Background: an optimization exercise with open tools, aiming at small area and a short achievable clock period. Do not read the settings as production practice. Only simulation tests tie the RTL to the original design; equivalence was not proved. Power is estimated from default activity; no workload was simulated.

==> flow/design.v (outline; a module is shown in full before it is edited, if it fits) <==
// module inst_decode: 72 lines
// module reg_file: 76 lines
// module read_port: 78 lines
// module a222oi_cell: 11 lines
// module a221oi_cell: 10 lines
// module a22oi_cell: 9 lines
// module alu: 173 lines
// module dotp_unit: 1683 lines
// module add32: 259 lines
// module xor2_cell: 7 lines
// module fa_cell: 10 lines
// module mux2_cell: 8 lines
// module mux2i_cell: 8 lines
// module xnor2_cell: 7 lines
// module a21oi_cell: 8 lines
// module o21ai_cell: 8 lines
// module nand2_cell: 7 lines
// module nor2_cell: 7 lines
// module a221o_cell: 10 lines
// module a21o_cell: 8 lines
// module exec_stage: 123 lines
// module core_top: 61 lines
module core_top (
	input wire clk,
	input wire res,
	input wire inst_valid,
	input wire [core_pkg::xlen-1:0] inst_code,
	output logic wb_valid,
	output logic [core_pkg::reg_idx_w-1:0] wb_reg,
	output logic [core_pkg::xlen-1:0] wb_data,
	output logic wb_sat
);
  // ...
==> flow/flow/run.sh <==
#!/bin/bash
# Own flow: the standard layout (standard.sh, standard synthesis included)
# with a larger setup margin for the timing repair steps, so that repair works
# the design below the clock period it is built at. Nothing else changes.
set -euo pipefail
grep -q 'SETUP_SLACK_MARGIN=5' standard.sh
sed 's/SETUP_SLACK_MARGIN=5/SETUP_SLACK_MARGIN=6.5/' standard.sh > standard_margin.sh
grep -q 'SETUP_SLACK_MARGIN=6.5' standard_margin.sh
bash standard_margin.sh finish > make_finish.log 2>&1
==> flow/standard.sh <==
#!/bin/bash
# synth_recipe.tcl (not shown) runs the flow's synth.tcl, then flattens the netlist and writes it again
# the make line also repeats each setting of config.mk as NAME=value (left out here)
make -C /OpenROAD-flow-scripts/flow DESIGN_CONFIG=/design/flow/config.mk WORK_HOME=/design/flow/orfs CLKGATE_MAP_FILE= SYNTH_SCRIPT=/design/flow/synth_recipe.tcl "${@:-finish}"
==> flow/config.mk <==
export PLATFORM = sky130hd
export DESIGN_NAME = core_top
export DESIGN_NICKNAME = core_top
export VERILOG_FILES = /design/flow/design.v
export SDC_FILE = /design/flow/constraint.sdc
export NUM_CORES = 4
export LEC_CHECK = 0
export CAP_MARGIN = 20
export CORE_MARGIN = 2
export CORE_UTILIZATION = 55
export CTS_BUF_LIST = sky130_fd_sc_hd__clkbuf_16
export CTS_CLUSTER_DIAMETER = 80
export CTS_CLUSTER_SIZE = 24
export PLACE_DENSITY = 0.7
export SETUP_SLACK_MARGIN = 5
export SLEW_MARGIN = 20
export SYNTH_HIERARCHICAL = 1
export SYNTH_MINIMUM_KEEP_SIZE = 0
==> flow/constraint.sdc <==
create_clock -name core_clock -period 11.0 [get_ports {clk}]
set_input_delay 2.2000 -clock core_clock [delete_from_list [all_inputs] [get_ports {clk}]]
set_output_delay 2.2000 -clock core_clock [all_outputs]
set_load 0.01 [all_outputs]
==> summary.md, run 1 <==
| Metric | Value |
|---|---|
| CTS Hold Buffers Added | 0 |
| Final hold viol count | 0 |
| CP dominant cell by count | sky130_fd_sc_hd__xor2_4 |
| Share of final-layout standard cells stronger than drive strength 1 | 0.137 |
| # fillers | 9389 |
| Final critical delay including setup and external delays | 5220 ps |
| Wire length of the first global-routing pass | 343000 µm |
| Type of the setup path with the least slack | flip-flop to flip-flop |
| Reg-to-reg endpoint | exec_stage_inst.ex_bn[8] |
| Clock slew at reported path FFs | 100 ps |
| Stage delay of the slowest cell on the critical path | 430 ps |
| Total of max-cap violations | 0 |
| Comb pwr share | 0.121 |
| Layout area overhead | 9.71% |
| Worst Path Buf+Inv | 3 |
| CP startpoint | exec_stage_inst.ex_sub |
| Worst flop-to-flop path startpoint | exec_stage_inst.ex_sub |
| CP cell instances | buf_8 -> buf_12 -> xor2_4 -> xor2_4 -> a32o_1 -> a22o_1 -> o311ai_2 -> nand3_1 -> o211ai_1 -> nand4_1 -> a32o_2 -> xor2_4 -> mux2i_1 -> o21ai_1 -> nand2_1 -> o211ai_1 -> a32oi_2 -> a211oi_4 -> nor4_4 -> buf_4 -> mux2_4 -> a21o_4 -> a221oi_4 |
| Final RePlAce weighted congestion | 1.00 |
| Post-detailed-placement half-perimeter wirelength | 159000 µm |
| Startpoint types | flip-flop |
| Biggest cell category by area in the final layout | flip-flops and latches |
| # DRC | 0 |
| Sequential Power Share | 0.599 |
| Switching power of the nets | 2.22 mW |
| Remaining global-route overflow | 0 |
| Worst slew margin relative to its limit | 0.194 |
| Met3 Routed Length | 36500 µm |
| Total length of routed met2 wires | 104000 µm |
| Number of buffer cells added on primary ports | 73 |
| Setup ws final | 5780 ps |
| Outcome | finished clean |
| Vias in the first global route | 51112 |
| Die Span X | 348 µm |
| Highest Clock Rate | 192 MHz |
| Commonest cells after routing, fill and taps aside | 992 x sky130_fd_sc_hd__edfxtp_1, 702 x sky130_fd_sc_hd__a222oi_1, 533 x sky130_fd_sc_hd__nand2_1 |
| Plain + repair buffers | 235 |
| Placement Cell Area | 67900 µm² |
| Power consumption | 8.63 mW |
| Overall track demand over capacity in global routing | 0.383 |
| Data required time of the worst path | 11560 ps |
==> module reg_file, before the edit <==
module reg_file (
	input wire clk,
	input wire res,
	input wire [core_pkg::reg_idx_w-1:0] rs1,
	input wire [core_pkg::reg_idx_w-1:0] rs2,
	input wire use_imm,
	input wire [core_pkg::xlen-1:0] imm,
	input wire wr_en,
	input wire [core_pkg::reg_idx_w-1:0] wr_reg,
	input wire [core_pkg::xlen-1:0] wr_data,
	output logic [core_pkg::xlen-1:0] rd1_data,
	output logic [core_pkg::xlen-1:0] rd2_data
);
	logic [core_pkg::reg_count-1:1][core_pkg::xlen-1:0] regs;
	logic [core_pkg::reg_count-1:1] written;
	logic [1:0][core_pkg::reg_count-1:1][15:0] regs_h;
	logic [core_pkg::reg_count-1:1] hit;
	logic [core_pkg::reg_count-1:1] valid;
	logic [core_pkg::reg_count-1:0] fresh;
	always_ff @(posedge clk or negedge res)
	begin
		if (!res)
			written <= '0;
		else if (wr_en && wr_reg != '0)
			written[wr_reg] <= 1'b1;
	end
	for (genvar n = 1; n < core_pkg::reg_count; n++)
	begin : g_reg
		always_ff @(posedge clk)
		begin
			if (wr_en && wr_reg == n)
				regs[n] <= wr_data;
		end
	end
	always_comb
	begin
		for (int n = 1; n < core_pkg::reg_count; n++)
		begin
			hit[n] = wr_en && wr_reg == n[4:0];
			valid[n] = written[n] && !hit[n];
			fresh[n] = !written[n] && !hit[n];
		end
		fresh[0] = 1'b1;
	end
	for (genvar h = 0; h < 2; h++)
	begin : g_half
		for (genvar n = 1; n < core_pkg::reg_count; n++)
		begin : g_slice
			assign regs_h[h][n] = regs[n][16*h +: 16];
		end
		read_port #(.has_alt(1'b0), .lo(16*h)) read_port_1 (
			.rs(rs1),
			.use_alt(1'b0),
			.alt('0),
			.regs(regs_h[h]),
			.valid(valid),
			.fresh(fresh),
			.wr_en(wr_en),
			.wr_reg(wr_reg),
			.wr_data(wr_data[16*h +: 16]),
			.rd_data(rd1_data[16*h +: 16])
		);
		read_port #(.has_alt(1'b1), .lo(16*h)) read_port_2 (
			.rs(rs2),
			.use_alt(use_imm),
			.alt(imm[16*h +: 16]),
			.regs(regs_h[h]),
			.valid(valid),
			.fresh(fresh),
			.wr_en(wr_en),
			.wr_reg(wr_reg),
			.wr_data(wr_data[16*h +: 16]),
			.rd_data(rd2_data[16*h +: 16])
		);
	end
endmodule
==> module alu, before the edit <==
module alu (
	input wire [core_pkg::xlen-1:0] a,
	input wire [core_pkg::xlen-1:0] b,
	input wire [core_pkg::xlen-1:0] dot_an,
	input wire [core_pkg::xlen-1:0] dot_bn,
	input wire core_pkg::alu_op_t op,
	input wire use_sub,
	input wire left,
	input wire [4:0] sh_n,
	output logic [17:0] dot,
	output logic dot_en,
	output logic [core_pkg::xlen-1:0] other,
	output logic sat
);
	logic [4:0] sh;
	logic [4:0] rot_amt;
	logic [5:0][31:0] rot_n;
	logic [31:0] rot;
	logic [31:0] therm;
	logic [31:0] therm_r;
	logic shift_msb, shift_nz;
	logic [31:0] mask;
	logic fill;
	logic [31:0] shifted;
	logic [31:0] sum;
	logic [31:0] p;
	logic [3:0] a_bnz, b_bnz;
	logic a_nz, b_nz, a_pos, b_pos, both_pos, both_neg;
	logic eq;
	logic lt;
	logic bit0;
	logic dot_nz;
	logic is_add, is_sub, is_slt, is_sle, is_xor, is_lor, is_land;
	logic is_sll, is_srl, is_sra, is_rot, is_li, is_dot;
	logic [core_pkg::xlen-1:0] raw;
	logic raw_nz;
	logic sat_up;
	logic sat_dn;
	logic is_arith, msb_other, up_arith, dn_arith, up_other, dn_other, keep;
	logic keep_if_neg, keep_if_pos;
	logic is_cmp, dn_cmp, dn_cmp_eq, up_if_neg, dn_if_pos, dn_if_neg;
	assign is_add = op == core_pkg::alu_add;
	assign is_sub = op == core_pkg::alu_sub;
	assign is_slt = op == core_pkg::alu_slt;
	assign is_sle = op == core_pkg::alu_sle;
	assign is_xor = op == core_pkg::alu_xor;
	assign is_lor = op == core_pkg::alu_lor;
	assign is_land = op == core_pkg::alu_land;
	assign is_sll = op == core_pkg::alu_sll;
	assign is_srl = op == core_pkg::alu_srl;
	assign is_sra = op == core_pkg::alu_sra;
	assign is_rot = op == core_pkg::alu_rotcw || op == core_pkg::alu_rotacw;
	assign is_li = op == core_pkg::alu_li;
	assign is_dot = op == core_pkg::alu_dotp;
	assign sh = ~sh_n;
	assign rot_amt = left ? sh_n + 5'd1 : sh;  
	assign rot_n[0] = a;
	for (genvar k = 0; k < 5; k++)
	begin : g_rot
		for (genvar i = 0; i < 32; i++)
		begin : g_bit
			mux2i_cell u_mux (
				.s(rot_amt[k]),
				.a0(rot_n[k][i]),
				.a1(rot_n[k][(i + (1 << k)) % 32]),
				.y(rot_n[k+1][i])
			);
		end
	end
	assign rot = ~rot_n[5];
	always_comb
		for (int k = 0; k < 32; k++)
			therm[k] = (5'(k) >= sh);
	always_comb
		for (int k = 0; k < 32; k++)
			therm_r[k] = therm[31-k];
	always_comb
		for (int k = 0; k < 32; k++)
			mask[k] = is_rot || (is_sll ? therm[k] : therm_r[k]);
	assign fill = is_sra && a[31];
	assign shifted = (rot & mask) | ({32{fill}} & ~mask);
	assign shift_msb = (is_sll || is_srl || is_sra || is_rot) && shifted[31];
	assign shift_nz = is_sll ? |(a & therm_r) : (is_srl ? a_nz : 1'b1);
	add32 add_inst (
		.a(a),
		.b(b),
		.sub(use_sub),
		.p(p),
		.y(sum)
	);
	assign eq = &p;
	assign lt = (a[31] != b[31]) ? a[31] : sum[31];
	always_comb
		for (int k = 0; k < 4; k++)
		begin
			a_bnz[k] = a[8*k +: 8] != '0;
			b_bnz[k] = b[8*k +: 8] != '0;
		end
	assign a_nz = |a_bnz;
	assign b_nz = |b_bnz;
	assign a_pos = !a[31] && a_nz;
	assign b_pos = !b[31] && b_nz;
	assign both_pos = a_pos && b_pos;
	assign both_neg = a[31] && b[31];
	assign dot_nz = |(a_bnz & b_bnz);
	dotp_unit dotp_inst (
		.an(dot_an),
		.bn(dot_bn),
		.y(dot)
	);
	always_comb
	begin
		bit0 = 1'b0;
		if (is_slt)
			bit0 = lt;
		if (is_sle)
			bit0 = lt || eq;
		if (is_lor)
			bit0 = a_nz || b_nz;
		if (is_land)
			bit0 = a_nz && b_nz;
	end
	assign raw = ({32{is_add || is_sub}} & sum)
		| ({32{is_xor}} & p)
		| ({32{is_sll || is_srl || is_sra || is_rot}} & shifted)
		| ({32{is_li}} & b)
		| {31'd0, bit0};
	always_comb
	begin
		raw_nz = 1'b0;
		if (is_add)
			raw_nz = !(a[30:0] == '0 && b[30:0] == '0);
		if (is_sub)
			raw_nz = !eq;
		if (is_xor)
			raw_nz = p != '0;
		if (is_slt || is_sle || is_lor || is_land)
			raw_nz = bit0;
		if (is_rot)
			raw_nz = a_nz;
		if (is_sll || is_srl || is_sra)
			raw_nz = shift_nz;
		if (is_li)
			raw_nz = b_nz;
		if (is_dot)
			raw_nz = dot_nz;
	end
	assign is_arith = is_add || is_sub;
	assign is_cmp = is_slt || is_sle;
	assign msb_other = (is_xor && p[31]) || (is_li && b[31]) || shift_msb;
	assign up_arith = both_pos && is_arith;
	assign dn_arith = both_neg && raw_nz && is_arith;
	assign dn_cmp = both_neg && is_cmp;
	assign dn_cmp_eq = both_neg && is_sle && eq;
	assign up_other = both_pos && msb_other;
	assign dn_other = both_neg && raw_nz && !is_arith && !is_cmp && !msb_other;
	assign up_if_neg = up_arith || up_other;
	assign dn_if_pos = dn_arith || dn_cmp_eq || dn_other;
	assign dn_if_neg = dn_cmp || dn_cmp_eq || dn_other;
	assign keep_if_neg = !(up_if_neg || dn_if_neg);
	assign keep_if_pos = !(up_other || dn_if_pos);
	a21o_cell u_sat_up (.a1(sum[31]), .a2(up_arith), .b1(up_other), .y(sat_up));
	mux2_cell u_sat_dn (.s(sum[31]), .a0(dn_if_pos), .a1(dn_if_neg), .y(sat_dn));
	mux2_cell u_keep (.s(sum[31]), .a0(keep_if_pos), .a1(keep_if_neg), .y(keep));
	for (genvar i = 1; i < 31; i++)
	begin : g_other
		a21o_cell u_other (.a1(raw[i]), .a2(keep), .b1(sat_up), .y(other[i]));
	end
	assign other[0] = raw[0] || !keep;
	assign other[31] = (raw[31] && keep) || sat_dn;
	assign dot_en = is_dot && !dn_other;  
	assign sat = sat_up || sat_dn;
endmodule
==> module exec_stage, before the edit <==
module exec_stage (
	input wire clk,
	input wire res,
	input wire dec_valid,
	input wire core_pkg::alu_op_t alu_op,
	input wire use_imm,
	input wire [core_pkg::xlen-1:0] imm,
	input wire [core_pkg::reg_idx_w-1:0] rs1,
	input wire [core_pkg::reg_idx_w-1:0] rs2,
	input wire [core_pkg::reg_idx_w-1:0] rd,
	input wire [core_pkg::xlen-1:0] rd1_data,
	input wire [core_pkg::xlen-1:0] rd2_data,
	output logic wb_valid,
	output logic [core_pkg::reg_idx_w-1:0] wb_reg,
	output logic [core_pkg::xlen-1:0] wb_data,
	output logic wb_sat
);
	logic ex_valid;
	core_pkg::alu_op_t ex_op;
	logic ex_sub;
	logic ex_left;
	logic [4:0] ex_sh_n;
	logic [core_pkg::reg_idx_w-1:0] ex_rd;
	logic [core_pkg::xlen-1:0] ex_a;
	logic [core_pkg::xlen-1:0] ex_b;
	logic [core_pkg::xlen-1:0] ex_an;
	logic [core_pkg::xlen-1:0] ex_bn;
	logic [core_pkg::xlen-1:0] next_an;
	logic [core_pkg::xlen-1:0] next_bn;
	logic fwd_a;
	logic fwd_b;
	logic [17:0] dot;
	logic dot_en;
	logic [core_pkg::xlen-1:0] other;
	logic alu_sat;
	logic [core_pkg::xlen-1:0] alu_result;
	logic [core_pkg::xlen-1:0] next_a;
	logic [core_pkg::xlen-1:0] next_b;
	logic [core_pkg::xlen-1:0] base_a;
	logic [core_pkg::xlen-1:0] base_b;
	logic dot_a;
	logic dot_b;
	logic fwd_a_res;
	logic fwd_b_res;
	assign fwd_a = ex_valid && ex_rd == rs1;
	assign fwd_b = ex_valid && ex_rd == rs2;
	always_ff @(posedge clk or negedge res)
	begin
		if (!res)
			ex_valid <= 1'b0;
		else
			ex_valid <= dec_valid;
	end
	always_ff @(posedge clk)
	begin
		ex_op <= alu_op;
		ex_sub <= alu_op == core_pkg::alu_sub || alu_op == core_pkg::alu_slt || alu_op == core_pkg::alu_sle;
		ex_left <= alu_op == core_pkg::alu_sll || alu_op == core_pkg::alu_rotacw;
		ex_rd <= rd;
		ex_a <= next_a;
		ex_b <= next_b;
		ex_an <= next_an;
		ex_bn <= next_bn;
		ex_sh_n <= ~next_b[4:0];  
	end
	alu alu_inst (
		.a(ex_a),
		.b(ex_b),
		.dot_an(ex_an),
		.dot_bn(ex_bn),
		.op(ex_op),
		.use_sub(ex_sub),
		.left(ex_left),
		.sh_n(ex_sh_n),
		.dot(dot),
		.dot_en(dot_en),
		.other(other),
		.sat(alu_sat)
	);
	assign fwd_a_res = fwd_a;
	assign fwd_b_res = fwd_b && !use_imm;
	assign dot_a = dot_en && fwd_a_res;
	assign dot_b = dot_en && fwd_b_res;
	assign base_a = fwd_a_res ? '0 : rd1_data;
	assign base_b = fwd_b_res ? '0 : rd2_data;
	for (genvar i = 0; i < core_pkg::xlen; i++)
	begin : g_res
		if (i < 18)
		begin : g_dot
			a21o_cell u_res (.a1(dot[i]), .a2(dot_en), .b1(other[i]), .y(alu_result[i]));
			a221o_cell u_next_a (.a1(dot[i]), .a2(dot_a), .b1(other[i]), .b2(fwd_a_res), .c1(base_a[i]), .y(next_a[i]));
			a221o_cell u_next_b (.a1(dot[i]), .a2(dot_b), .b1(other[i]), .b2(fwd_b_res), .c1(base_b[i]), .y(next_b[i]));
			a221oi_cell u_next_an (.a1(dot[i]), .a2(dot_a), .b1(other[i]), .b2(fwd_a_res), .c1(base_a[i]), .y(next_an[i]));
			a221oi_cell u_next_bn (.a1(dot[i]), .a2(dot_b), .b1(other[i]), .b2(fwd_b_res), .c1(base_b[i]), .y(next_bn[i]));
		end
		else
		begin : g_plain
			assign alu_result[i] = other[i];
			a21o_cell u_next_a (.a1(other[i]), .a2(fwd_a_res), .b1(base_a[i]), .y(next_a[i]));
			a21o_cell u_next_b (.a1(other[i]), .a2(fwd_b_res), .b1(base_b[i]), .y(next_b[i]));
			a21oi_cell u_next_an (.a1(other[i]), .a2(fwd_a_res), .b1(base_a[i]), .y(next_an[i]));
			a21oi_cell u_next_bn (.a1(other[i]), .a2(fwd_b_res), .b1(base_b[i]), .y(next_bn[i]));
		end
	end
	always_ff @(posedge clk or negedge res)
	begin
		if (!res)
		begin
			wb_valid <= 1'b0;
			wb_sat <= 1'b0;
		end
		else
		begin
			wb_valid <= ex_valid;
			wb_sat <= ex_valid && alu_sat;  
		end
	end
	always_ff @(posedge clk)
	begin
		wb_reg <= ex_rd;
		wb_data <= alu_result;
	end
endmodule
==> module core_top, before the edit <==
module core_top (
	input wire clk,
	input wire res,
	input wire inst_valid,
	input wire [core_pkg::xlen-1:0] inst_code,
	output logic wb_valid,
	output logic [core_pkg::reg_idx_w-1:0] wb_reg,
	output logic [core_pkg::xlen-1:0] wb_data,
	output logic wb_sat
);
	logic dec_valid;
	core_pkg::alu_op_t alu_op;
	logic use_imm;
	logic [core_pkg::xlen-1:0] imm;
	logic [core_pkg::reg_idx_w-1:0] rs1;
	logic [core_pkg::reg_idx_w-1:0] rs2;
	logic [core_pkg::reg_idx_w-1:0] rd;
	logic [core_pkg::xlen-1:0] rd1_data;
	logic [core_pkg::xlen-1:0] rd2_data;
	inst_decode inst_decode_inst (
		.inst_valid(inst_valid),
		.inst_code(inst_code),
		.dec_valid(dec_valid),
		.alu_op(alu_op),
		.use_imm(use_imm),
		.imm(imm),
		.rs1(rs1),
		.rs2(rs2),
		.rd(rd)
	);
	reg_file reg_file_inst (
		.clk(clk),
		.res(res),
		.rs1(rs1),
		.rs2(rs2),
		.use_imm(use_imm),
		.imm(imm),
		.wr_en(wb_valid),
		.wr_reg(wb_reg),
		.wr_data(wb_data),
		.rd1_data(rd1_data),
		.rd2_data(rd2_data)
	);
	exec_stage exec_stage_inst (
		.clk(clk),
		.res(res),
		.dec_valid(dec_valid),
		.alu_op(alu_op),
		.use_imm(use_imm),
		.imm(imm),
		.rs1(rs1),
		.rs2(rs2),
		.rd(rd),
		.rd1_data(rd1_data),
		.rd2_data(rd2_data),
		.wb_valid(wb_valid),
		.wb_reg(wb_reg),
		.wb_data(wb_data),
		.wb_sat(wb_sat)
	);
endmodule
==> inputs of run 2 (changes only) <==
--- a/flow/design.v
+++ b/flow/design.v
@@ -112,8 +112,6 @@
 	input wire res,
 	input wire [core_pkg::reg_idx_w-1:0] rs1,
 	input wire [core_pkg::reg_idx_w-1:0] rs2,
-	input wire use_imm,
-	input wire [core_pkg::xlen-1:0] imm,
 	input wire wr_en,
 	input wire [core_pkg::reg_idx_w-1:0] wr_reg,
 	input wire [core_pkg::xlen-1:0] wr_data,
@@ -169,10 +167,10 @@
 			.wr_data(wr_data[16*h +: 16]),
 			.rd_data(rd1_data[16*h +: 16])
 		);
-		read_port #(.has_alt(1'b1), .lo(16*h)) read_port_2 (
+		read_port #(.has_alt(1'b0), .lo(16*h)) read_port_2 (
 			.rs(rs2),
-			.use_alt(use_imm),
-			.alt(imm[16*h +: 16]),
+			.use_alt(1'b0),
+			.alt('0),
 			.regs(regs_h[h]),
 			.valid(valid),
 			.fresh(fresh),
@@ -464,7 +462,7 @@
 	end
 	assign other[0] = raw[0] || !keep;
 	assign other[31] = (raw[31] && keep) || sat_dn;
-	assign dot_en = is_dot && !dn_other;  
+	assign dot_en = is_dot && !(both_neg && dot_nz);  
 	assign sat = sat_up || sat_dn;
 endmodule
 module dotp_unit (
@@ -2489,6 +2487,15 @@
 );
 	assign y = (a1 && a2) || (b1 && b2) || c1;
 endmodule
+module a22o_cell (
+	input wire a1,
+	input wire a2,
+	input wire b1,
+	input wire b2,
+	output logic y
+);
+	assign y = (a1 && a2) || (b1 && b2);
+endmodule
 module a21o_cell (
 	input wire a1,
 	input wire a2,
@@ -2544,6 +2551,7 @@
 	logic dot_b;
 	logic fwd_a_res;
 	logic fwd_b_res;
+	logic keep_b;
 	assign fwd_a = ex_valid && ex_rd == rs1;
 	assign fwd_b = ex_valid && ex_rd == rs2;
 	always_ff @(posedge clk or negedge res)
@@ -2584,7 +2592,11 @@
 	assign dot_a = dot_en && fwd_a_res;
 	assign dot_b = dot_en && fwd_b_res;
 	assign base_a = fwd_a_res ? '0 : rd1_data;
-	assign base_b = fwd_b_res ? '0 : rd2_data;
+	assign keep_b = !use_imm && !fwd_b;
+	for (genvar i = 0; i < core_pkg::xlen; i++)
+	begin : g_base_b
+		a22o_cell u_base_b (.a1(imm[i]), .a2(use_imm), .b1(rd2_data[i]), .b2(keep_b), .y(base_b[i]));
+	end
 	for (genvar i = 0; i < core_pkg::xlen; i++)
 	begin : g_res
 		if (i < 18)
@@ -2661,8 +2673,6 @@
 		.res(res),
 		.rs1(rs1),
 		.rs2(rs2),
-		.use_imm(use_imm),
-		.imm(imm),
 		.wr_en(wb_valid),
 		.wr_reg(wb_reg),
 		.wr_data(wb_data),
==> run 2 against run 1 <==
Compared with the run above:
- critical path depth rose by 3
- die area hardly changed
- sequential power hardly changed
- register-to-register slack worse by 230 ps
- cell count shrank 0.14%
- via count shrank 0.60%
- hold slack better by 52 ps
- global-route usage down 0.71 points
- routed wire length is 1.8% lower
- power rose by 0.11%
- critical endpoint is now exec_stage_inst.ex_b[14]
- largest cell class unchanged
- largest power group unchanged
- highest routed layer unchanged
==> summary.md, run 2 <==
| Metric | Value |
|---|---|
| Outcome | finished clean |
| Post-Synthesis Cells | 5539 |
| Placement Cell Area | 67900 µm² (-0.13%) |
| CTS Hold Buffers Added | 0 (unchanged) |
| WL per Instance | 32.8 µm |
| Wire length of the first global-routing pass | 339000 µm (-1.3%) |
| Area enclosed by the die boundary | 121000 µm² |
| Endpoint type of the worst setup path | flip-flop |
| Stage delay of the slowest cell on the critical path | 400 ps (-30 ps) |
| Final critical delay including setup and external delays | 5440 ps (+226 ps) |
| Critical path data arrival time | 6010 ps |
| Largest net degree at the start of global routing | 65 |
| Number of top-level pins | 74 |
| Final Max Slew Viols | 0 |
| Flip-flop count of the largest register after layout | 992 |
| Startpoint types | flip-flop |
| Design internal power | 6.45 mW |
| Comb pwr share | 0.115 (-0.006) |
| Initial antenna violation count | 8 |
| Synth Warn # | 12 |
| # DRC | 0 (unchanged) |
| Highest Clock Rate | 184 MHz (-4.2%) |
| Antenna Nets Post-Route | 0 |
| Clock insertion delay at the later pin of the skew report | 730 ps |
| Data required time of the worst path | 11570 ps (about the same) |
| Commonest non-fill, non-tap cell in the layout | sky130_fd_sc_hd__edfxtp_1 |
| Clock tree from TritonCTS | yes |
| Die Span X | 348 µm (about the same) |
| Switching part of the total | 0.254 |
| Number of endpoints failing setup at the final stage | 0 |
| Switching power of the nets | 2.19 mW (-0.91%) |
| Layout area overhead | 9.45% |
| Count of H-tree levels built during CTS | 2 |
| Summed negative setup slack over all endpoints | 0 ps |
| Worst slew margin relative to its limit | 0.180 (-0.0139) |
| RSZ-0062 raised after global routing | yes |
| Total iterations of the first detailed-routing run | 14 |
| Post-route clock skew | 39.2 ps |
| Vias after detailed routing | 54456 |
| Clock power share | 0.287 |
| Worst-path maximum fanout | 7 |
| Commonest cells after routing, fill and taps aside | 992 x sky130_fd_sc_hd__edfxtp_1, 672 x sky130_fd_sc_hd__a222oi_1, 555 x sky130_fd_sc_hd__nand2_1 |
| Class of the tightest hold or removal check | flip-flop to flip-flop |
| Final RePlAce weighted congestion | 1.01 (+0.54%) |
| Remaining global-route overflow | 0 (unchanged) |
| Via count normalized by instance count | 7.54 |
| Post-synthesis cell area | 65200 µm² |
| Overall track demand over capacity in global routing | 0.376 (-0.00710) |
| Avg Inst Size Synth | 11.8 µm² |
| Type of the setup path with the least slack | flip-flop to flip-flop |
| Slew @ Worst Pin | 1230 ps |
| Core Box Area | 118000 µm² |
| Vias in the first global route | 51146 (+0.067%) |
| Worst-case vdd ir drop | 0.000132 V |
| Total of max-cap violations | 0 (unchanged) |
| Effective utilization at floorplan | 0.553 |
| Min Hold Slack | 517 ps |
| Power per Cell Area | 121 nW/µm² |
| TritonCTS Sinks | 1207 |
| Share of final-layout standard cells stronger than drive strength 1 | 0.133 (-0.00370) |
| Leakage dissipation | 24.3 nW |
| Total clock buffers created by CTS | 59 |
| # fillers | 9400 (+0.12%) |
| Fin util | 0.606 |
| Row count | 126 |
| Number of nets in the final layout | 5702 |
| Final hold viol count | 0 (unchanged) |
| Total wire length | 237000 µm |
| DIE HEIGHT | 348 µm |
| Sequential Power Share | 0.598 (about the same) |
| Post-detailed-placement half-perimeter wirelength | 156000 µm (-1.9%) |
| Number of DRC violations after detailed-routing iteration 0 | 11932 |
| Cell with the biggest individual delay on the critical path | sky130_fd_sc_hd__dfxtp_4 |
| Clock slew at reported path FFs | 100 ps (about the same) |
| Number of buffer cells added on primary ports | 73 (unchanged) |
| Post-layout instance area | 71400 µm² |
| Cell chosen for the clock root | sky130_fd_sc_hd__clkbuf_16 |
| Clock Tree Buf Depth | 3 |
| Final worst path period share | 0.495 |
| Top reg by flops | reg_file_inst.regs |
==> run 2: cell count changes in the layout (fill, tap and decap cells not counted), sizes merged, moves of 12 or more <==
cell	change
o21bai	+21
nor2b	-12
a22oi	+31
a31o	-22
buf	+13
a21oi	-21
a22o	+31
mux2i	+16
nand2	+22
a21boi	-29
a222oi	-30
==> run 2: timing repair <==
item,4_1_cts,5_1_grt
pin swaps,86,65
gates cloned,3,0
buffers inserted,41,21
endpoints found under the setup margin,168,166
hold endpoints to repair,0,0
resized for setup,190,56
==> run 2: critical path: cells and delay by family (launching register included) <==
kind                   cells  cell delay, ps
AND/OR/NAND/NOR            2             270
XOR/XNOR                   3             530
AO/OA/AOI/OAI             13            2880
flip-flops                 1             400
buffers and inverters      6             770
multiplexers               2             430
==> run 2: power groups by stage <==
stage,Clock [mW],Sequential (mW),Combinational [mW]
after detailed placement,0,5.27,0.886
final,2.48,5.17,0.992
after CTS,2.49,5.16,0.947
after global routing,2.65,5.17,1.05
after floorplan,0,5.31,0.520
after global placement,0,5.27,0.873
==> run 2: final cells by class <==
class | instances | area, µm² | area share
Sequential cell | 1207 | 34400 | 0.482
Tap cell | 1536 | 1920 | 0.0269
Timing Repair Buffer | 248 | 2290 | 0.0321
Clock buffer | 59 | 1480 | 0.0207
Multi-Input combinational cell | 4080 | 30800 | 0.432
Inverter | 51 | 191 | 0.00268
Antenna cell | 3 | 7.51 | 0.000105
Clock inverter | 43 | 294 | 0.00412
==> run 2: stage by stage <==
step                setup slack, ps  instances  power [mW]
finish                         5560       7227        8.64
global route                   5410       7224        8.87
CTS                            5690       7203        8.60
detailed placement             4640       7057        6.15
global placement               4740       7056        6.14
floorplan                      5790       5540        5.83
==> run 2: path summary, 6_finish.rpt <==
| kind | slack, ps | endpoint | startpoint | cells after the start |
|---|---|---|---|---|
| hold / removal | 520 | reg_file_inst.written[10] | reg_file_inst.written[10] | 1 |
| hold reg to reg | 520 | reg_file_inst.written[10] | reg_file_inst.written[10] | 1 |
| setup / recovery | 5560 | exec_stage_inst.ex_b[14] | exec_stage_inst.ex_sub | 26 |
| setup reg to reg | 5560 | exec_stage_inst.ex_b[14] | exec_stage_inst.ex_sub | 26 |
| min in group asynchronous | 1640 | reg_file_inst.written[7] | res | 1 |
| max in group asynchronous | 8740 | exec_stage_inst.wb_sat | res | 1 |
==> run 2: metal layers <==
metal,wire length (µm),track usage,part of all wire
met5,137,0.00520,0.00058
met4,14300,0.195,0.060
met2,103000,0.571,0.43
met3,33900,0.0946,0.14
met1,85800,0.499,0.36
==> inputs of run 3 (changes only) <==
==> flow/flow/run.sh (replaced) <==
#!/bin/bash
# Own flow: the standard layout (standard.sh, standard synthesis included)
# with a larger setup margin for the timing repair steps, so that repair works
# the design below the clock period it is built at. Nothing else changes.
set -euo pipefail
grep -q 'SETUP_SLACK_MARGIN=5' standard.sh
sed 's/SETUP_SLACK_MARGIN=5/SETUP_SLACK_MARGIN=6/' standard.sh > standard_margin.sh
grep -q 'SETUP_SLACK_MARGIN=6' standard_margin.sh
bash standard_margin.sh finish > make_finish.log 2>&1
==> run 3 against run 2 <==
Compared with the run above:
- clock-buffer cell count rose by 1
- power rose by 0.79%
- critical path depth fell by 16
- synthesized cell count did not move
==> summary.md, run 3 <==
| Metric | Value |
|---|---|
| Outcome | finished clean |
| Layout area overhead | 9.34% (about the same) |
| Min Hold Slack | 356 ps (-161 ps) |
| Share of final-layout standard cells stronger than drive strength 1 | 0.132 (-0.00101) |
| Setup ws final | 5480 ps (-74.3 ps) |
| Type of the setup path with the least slack | input port to flip-flop |
| Final Max Slew Viols | 0 (unchanged) |
| Cell chosen for the clock root | sky130_fd_sc_hd__clkbuf_16 |
| Clock Tree Buf Depth | 3 (unchanged) |
| Post-layout instance area | 71300 µm² (about the same) |
| Avg Inst Size Synth | 11.8 µm² (unchanged) |
| Largest net degree at the start of global routing | 65 (unchanged) |
| Leakage dissipation | 24.3 nW (about the same) |
| Final hold viol count | 0 (unchanged) |
| Worst-case hold path end point | exec_stage_inst.wb_reg[4] |
| Clock insertion delay at the later pin of the skew report | 750 ps (+20 ps) |
| Count of H-tree levels built during CTS | 2 (unchanged) |
| Post-Synthesis Cells | 5539 (unchanged) |
| Commonest non-fill, non-tap cell in the layout | sky130_fd_sc_hd__edfxtp_1 |
| # fillers | 9436 (+0.38%) |
| Worst slew margin relative to its limit | 0.163 (-0.0169) |
| Commonest cells after routing, fill and taps aside | 992 x sky130_fd_sc_hd__edfxtp_1, 672 x sky130_fd_sc_hd__a222oi_1, 555 x sky130_fd_sc_hd__nand2_1 |
| Area enclosed by the die boundary | 121000 µm² (unchanged) |
| Number of buffer cells added on primary ports | 73 (unchanged) |
| Total iterations of the first detailed-routing run | 12 (-2) |
| Remaining global-route overflow | 0 (unchanged) |
| Vias after detailed routing | 54656 (+0.37%) |
| Synth Warn # | 12 (unchanged) |
| Final RePlAce weighted congestion | 1.03 (+1.8%) |
| Placement Cell Area | 67900 µm² (about the same) |
| Post-route clock skew | 75.7 ps (+36.5 ps) |
| Worst-case vdd ir drop | 0.000159 V (+20%) |
| Total of max-cap violations | 0 (unchanged) |
| Reg2reg path depth | 24 (-7.7%) |
| Core Box Area | 118000 µm² (unchanged) |
| Power per Cell Area | 122 nW/µm² (+0.89%) |
| Class of the tightest hold or removal check | flip-flop to flip-flop |
| Flip-flop count of the largest register after layout | 992 (unchanged) |
| Post-detailed-placement half-perimeter wirelength | 159000 µm (+1.8%) |
| TritonCTS Sinks | 1207 (unchanged) |
| Number of top-level pins | 74 (unchanged) |
| RSZ-0062 raised after global routing | yes |
| DIE HEIGHT | 348 µm (unchanged) |
| Post-synthesis cell area | 65200 µm² (unchanged) |
| Overall track demand over capacity in global routing | 0.386 (+0.00984) |
| Number of endpoints failing setup at the final stage | 0 (unchanged) |
| Wire length of the first global-routing pass | 346000 µm (+2.0%) |
| Total wire length | 242000 µm (+2.4%) |
| Via count normalized by instance count | 7.55 (+0.17%) |
| Highest Clock Rate | 181 MHz (-1.3%) |
| Number of nets in the final layout | 5717 (+0.26%) |
| CP startpoint | inst_code[19] |
| Total clock buffers created by CTS | 60 (+1.7%) |
| Worst slack at placement | 4510 ps (-129 ps) |
| Die Span X | 348 µm (unchanged) |
| Worst setup slack for register-to-register paths | 5590 ps (+30 ps) |
| Endpoint type of the worst setup path | flip-flop |
| Final worst path period share | 0.502 (+0.00676) |
| Final critical delay including setup and external delays | 5520 ps (+74.3 ps) |
| Worst-path maximum fanout | 22 (+15) |
| Power consumption | 8.71 mW (+0.79%) |
| Startpoint types | input port |
| Slew @ Worst Pin | 1260 ps (+25.3 ps) |
| Row count | 126 (unchanged) |
| Beginning of the worst hold path | exec_stage_inst.ex_rd[4] |
| Worst flop-to-flop path startpoint | exec_stage_inst.ex_sub |
| WL per Instance | 33.5 µm (+2.2%) |
| Top reg by flops | reg_file_inst.regs |
| Summed negative setup slack over all endpoints | 0 ps (unchanged) |
| CTS Hold Buffers Added | 0 (unchanged) |
| Data required time of the worst path | 11630 ps (+60 ps) |
| Reg-to-reg endpoint | exec_stage_inst.ex_b[14] |
| Clock tree from TritonCTS | yes |
| Effective utilization at floorplan | 0.553 (unchanged) |
| Vias in the first global route | 51668 (+1.0%) |
| Number of DRC violations after detailed-routing iteration 0 | 12256 (+2.7%) |
| Critical path data arrival time | 6150 ps (+140 ps) |
| # DRC | 0 (unchanged) |
| Clock slew at reported path FFs | 110 ps (about the same) |
| Antenna Nets Post-Route | 0 (unchanged) |
| Initial antenna violation count | 9 (+1) |
| Hold Path Depth | 0 (-1) |
run 3: per-layer routing:
layer  GRT usage  part of all wire
met5           0           0.00032
met1       0.504              0.36
met2       0.590              0.44
met4       0.210             0.066
met3      0.0989              0.14
run 3: worst max-delay path by stage:
stage                                 endpoint  slack [ps]  cells past startpoint
finish                 exec_stage_inst.ex_a[0]        5480                     10
global placement      exec_stage_inst.ex_b[14]        4580                      9
detailed placement    exec_stage_inst.ex_b[14]        4510                      9
CTS                 exec_stage_inst.ex_sh_n[0]        5710                     24
global route        exec_stage_inst.ex_sh_n[0]        5340                     25
floorplan              exec_stage_inst.ex_b[0]        5790                     21
run 3: repair_timing:
action | CTS | global route
pin swaps | 78 | 51
cloned | 3 | 0
buffers inserted | 52 | 14
setup endpoints to repair | 166 | 166
gates resized for setup | 217 | 19
run 3: area by class of cell:
class / instances / area, µm² / share of cell area
diodes: 4 / 10.0 / 0.000140
multi-input cells: 4081 / 30600 / 0.429
inverters: 51 / 191 / 0.00268
flip-flops and latches: 1207 / 34400 / 0.482
clock buffers: 60 / 1500 / 0.0210
clock inverters: 41 / 348 / 0.00488
repair buffers: 261 / 2340 / 0.0329
well taps: 1536 / 1920 / 0.0269
run 3: critical path: stages:
cell,delay (ps)
sky130_fd_sc_hd__clkdlybuf4s50_1,450
sky130_fd_sc_hd__buf_4,320
sky130_fd_sc_hd__nor3b_1,600
sky130_fd_sc_hd__and3_1,940
sky130_fd_sc_hd__a222oi_1,310
sky130_fd_sc_hd__nand4_1,280
sky130_fd_sc_hd__nor2_1,140
sky130_fd_sc_hd__nand4_1,120
sky130_fd_sc_hd__a21boi_0,570
sky130_fd_sc_hd__a221o_1,190
run 3: power breakdown:
group | total (mW) | leakage, nW | internal, mW | switching [mW]
Clock | 2.56 | 0.995 | 1.07 | 1.49
Sequential | 5.17 | 10.7 | 5.08 | 0.0872
Combinational | 0.985 | 12.7 | 0.327 | 0.658
run 3: stage by stage:
step                      std cells  utilization
final                          7241        0.605
after detailed placement       7067        0.576
after global routing           7237        0.605
after CTS                      7223        0.603
after global placement         7067        0.576
after floorplan                5540            -

==> re-timing with driven ports <==
No port has a modelled driver above. Below, the same layouts with a new extraction and two added sets of constraints.
Step 1 assumes that a clkbuf_16 drives the clock port and a buf_2 every other input.
Step 2 times the ports against the registers' clock, not the clock port: input delays grow and output delays shrink by t, the midpoint of the rising clock arrivals with the driver on.
Three values: ideal ports, drivers, drivers and shift; two values: the first two.
| run | t, ns | setup WS [ns] | worst data-port slew with drivers (ns) |
|---|---|---|---|
| run 1 | 0.765 | 5.783 / 5.783 / 5.096 | 0.17 |
| run 2 | 0.796 | 5.556 / 5.556 / 4.896 | 0.18 |
| run 3 | 0.776 | 5.482 / 5.532 / 4.756 | 0.15 |
After both steps every run listed still meets setup and hold. For run 3, which loses most, drivers alone change the setup slack by +0.050 ns; drivers and shift together by -0.726 ns.
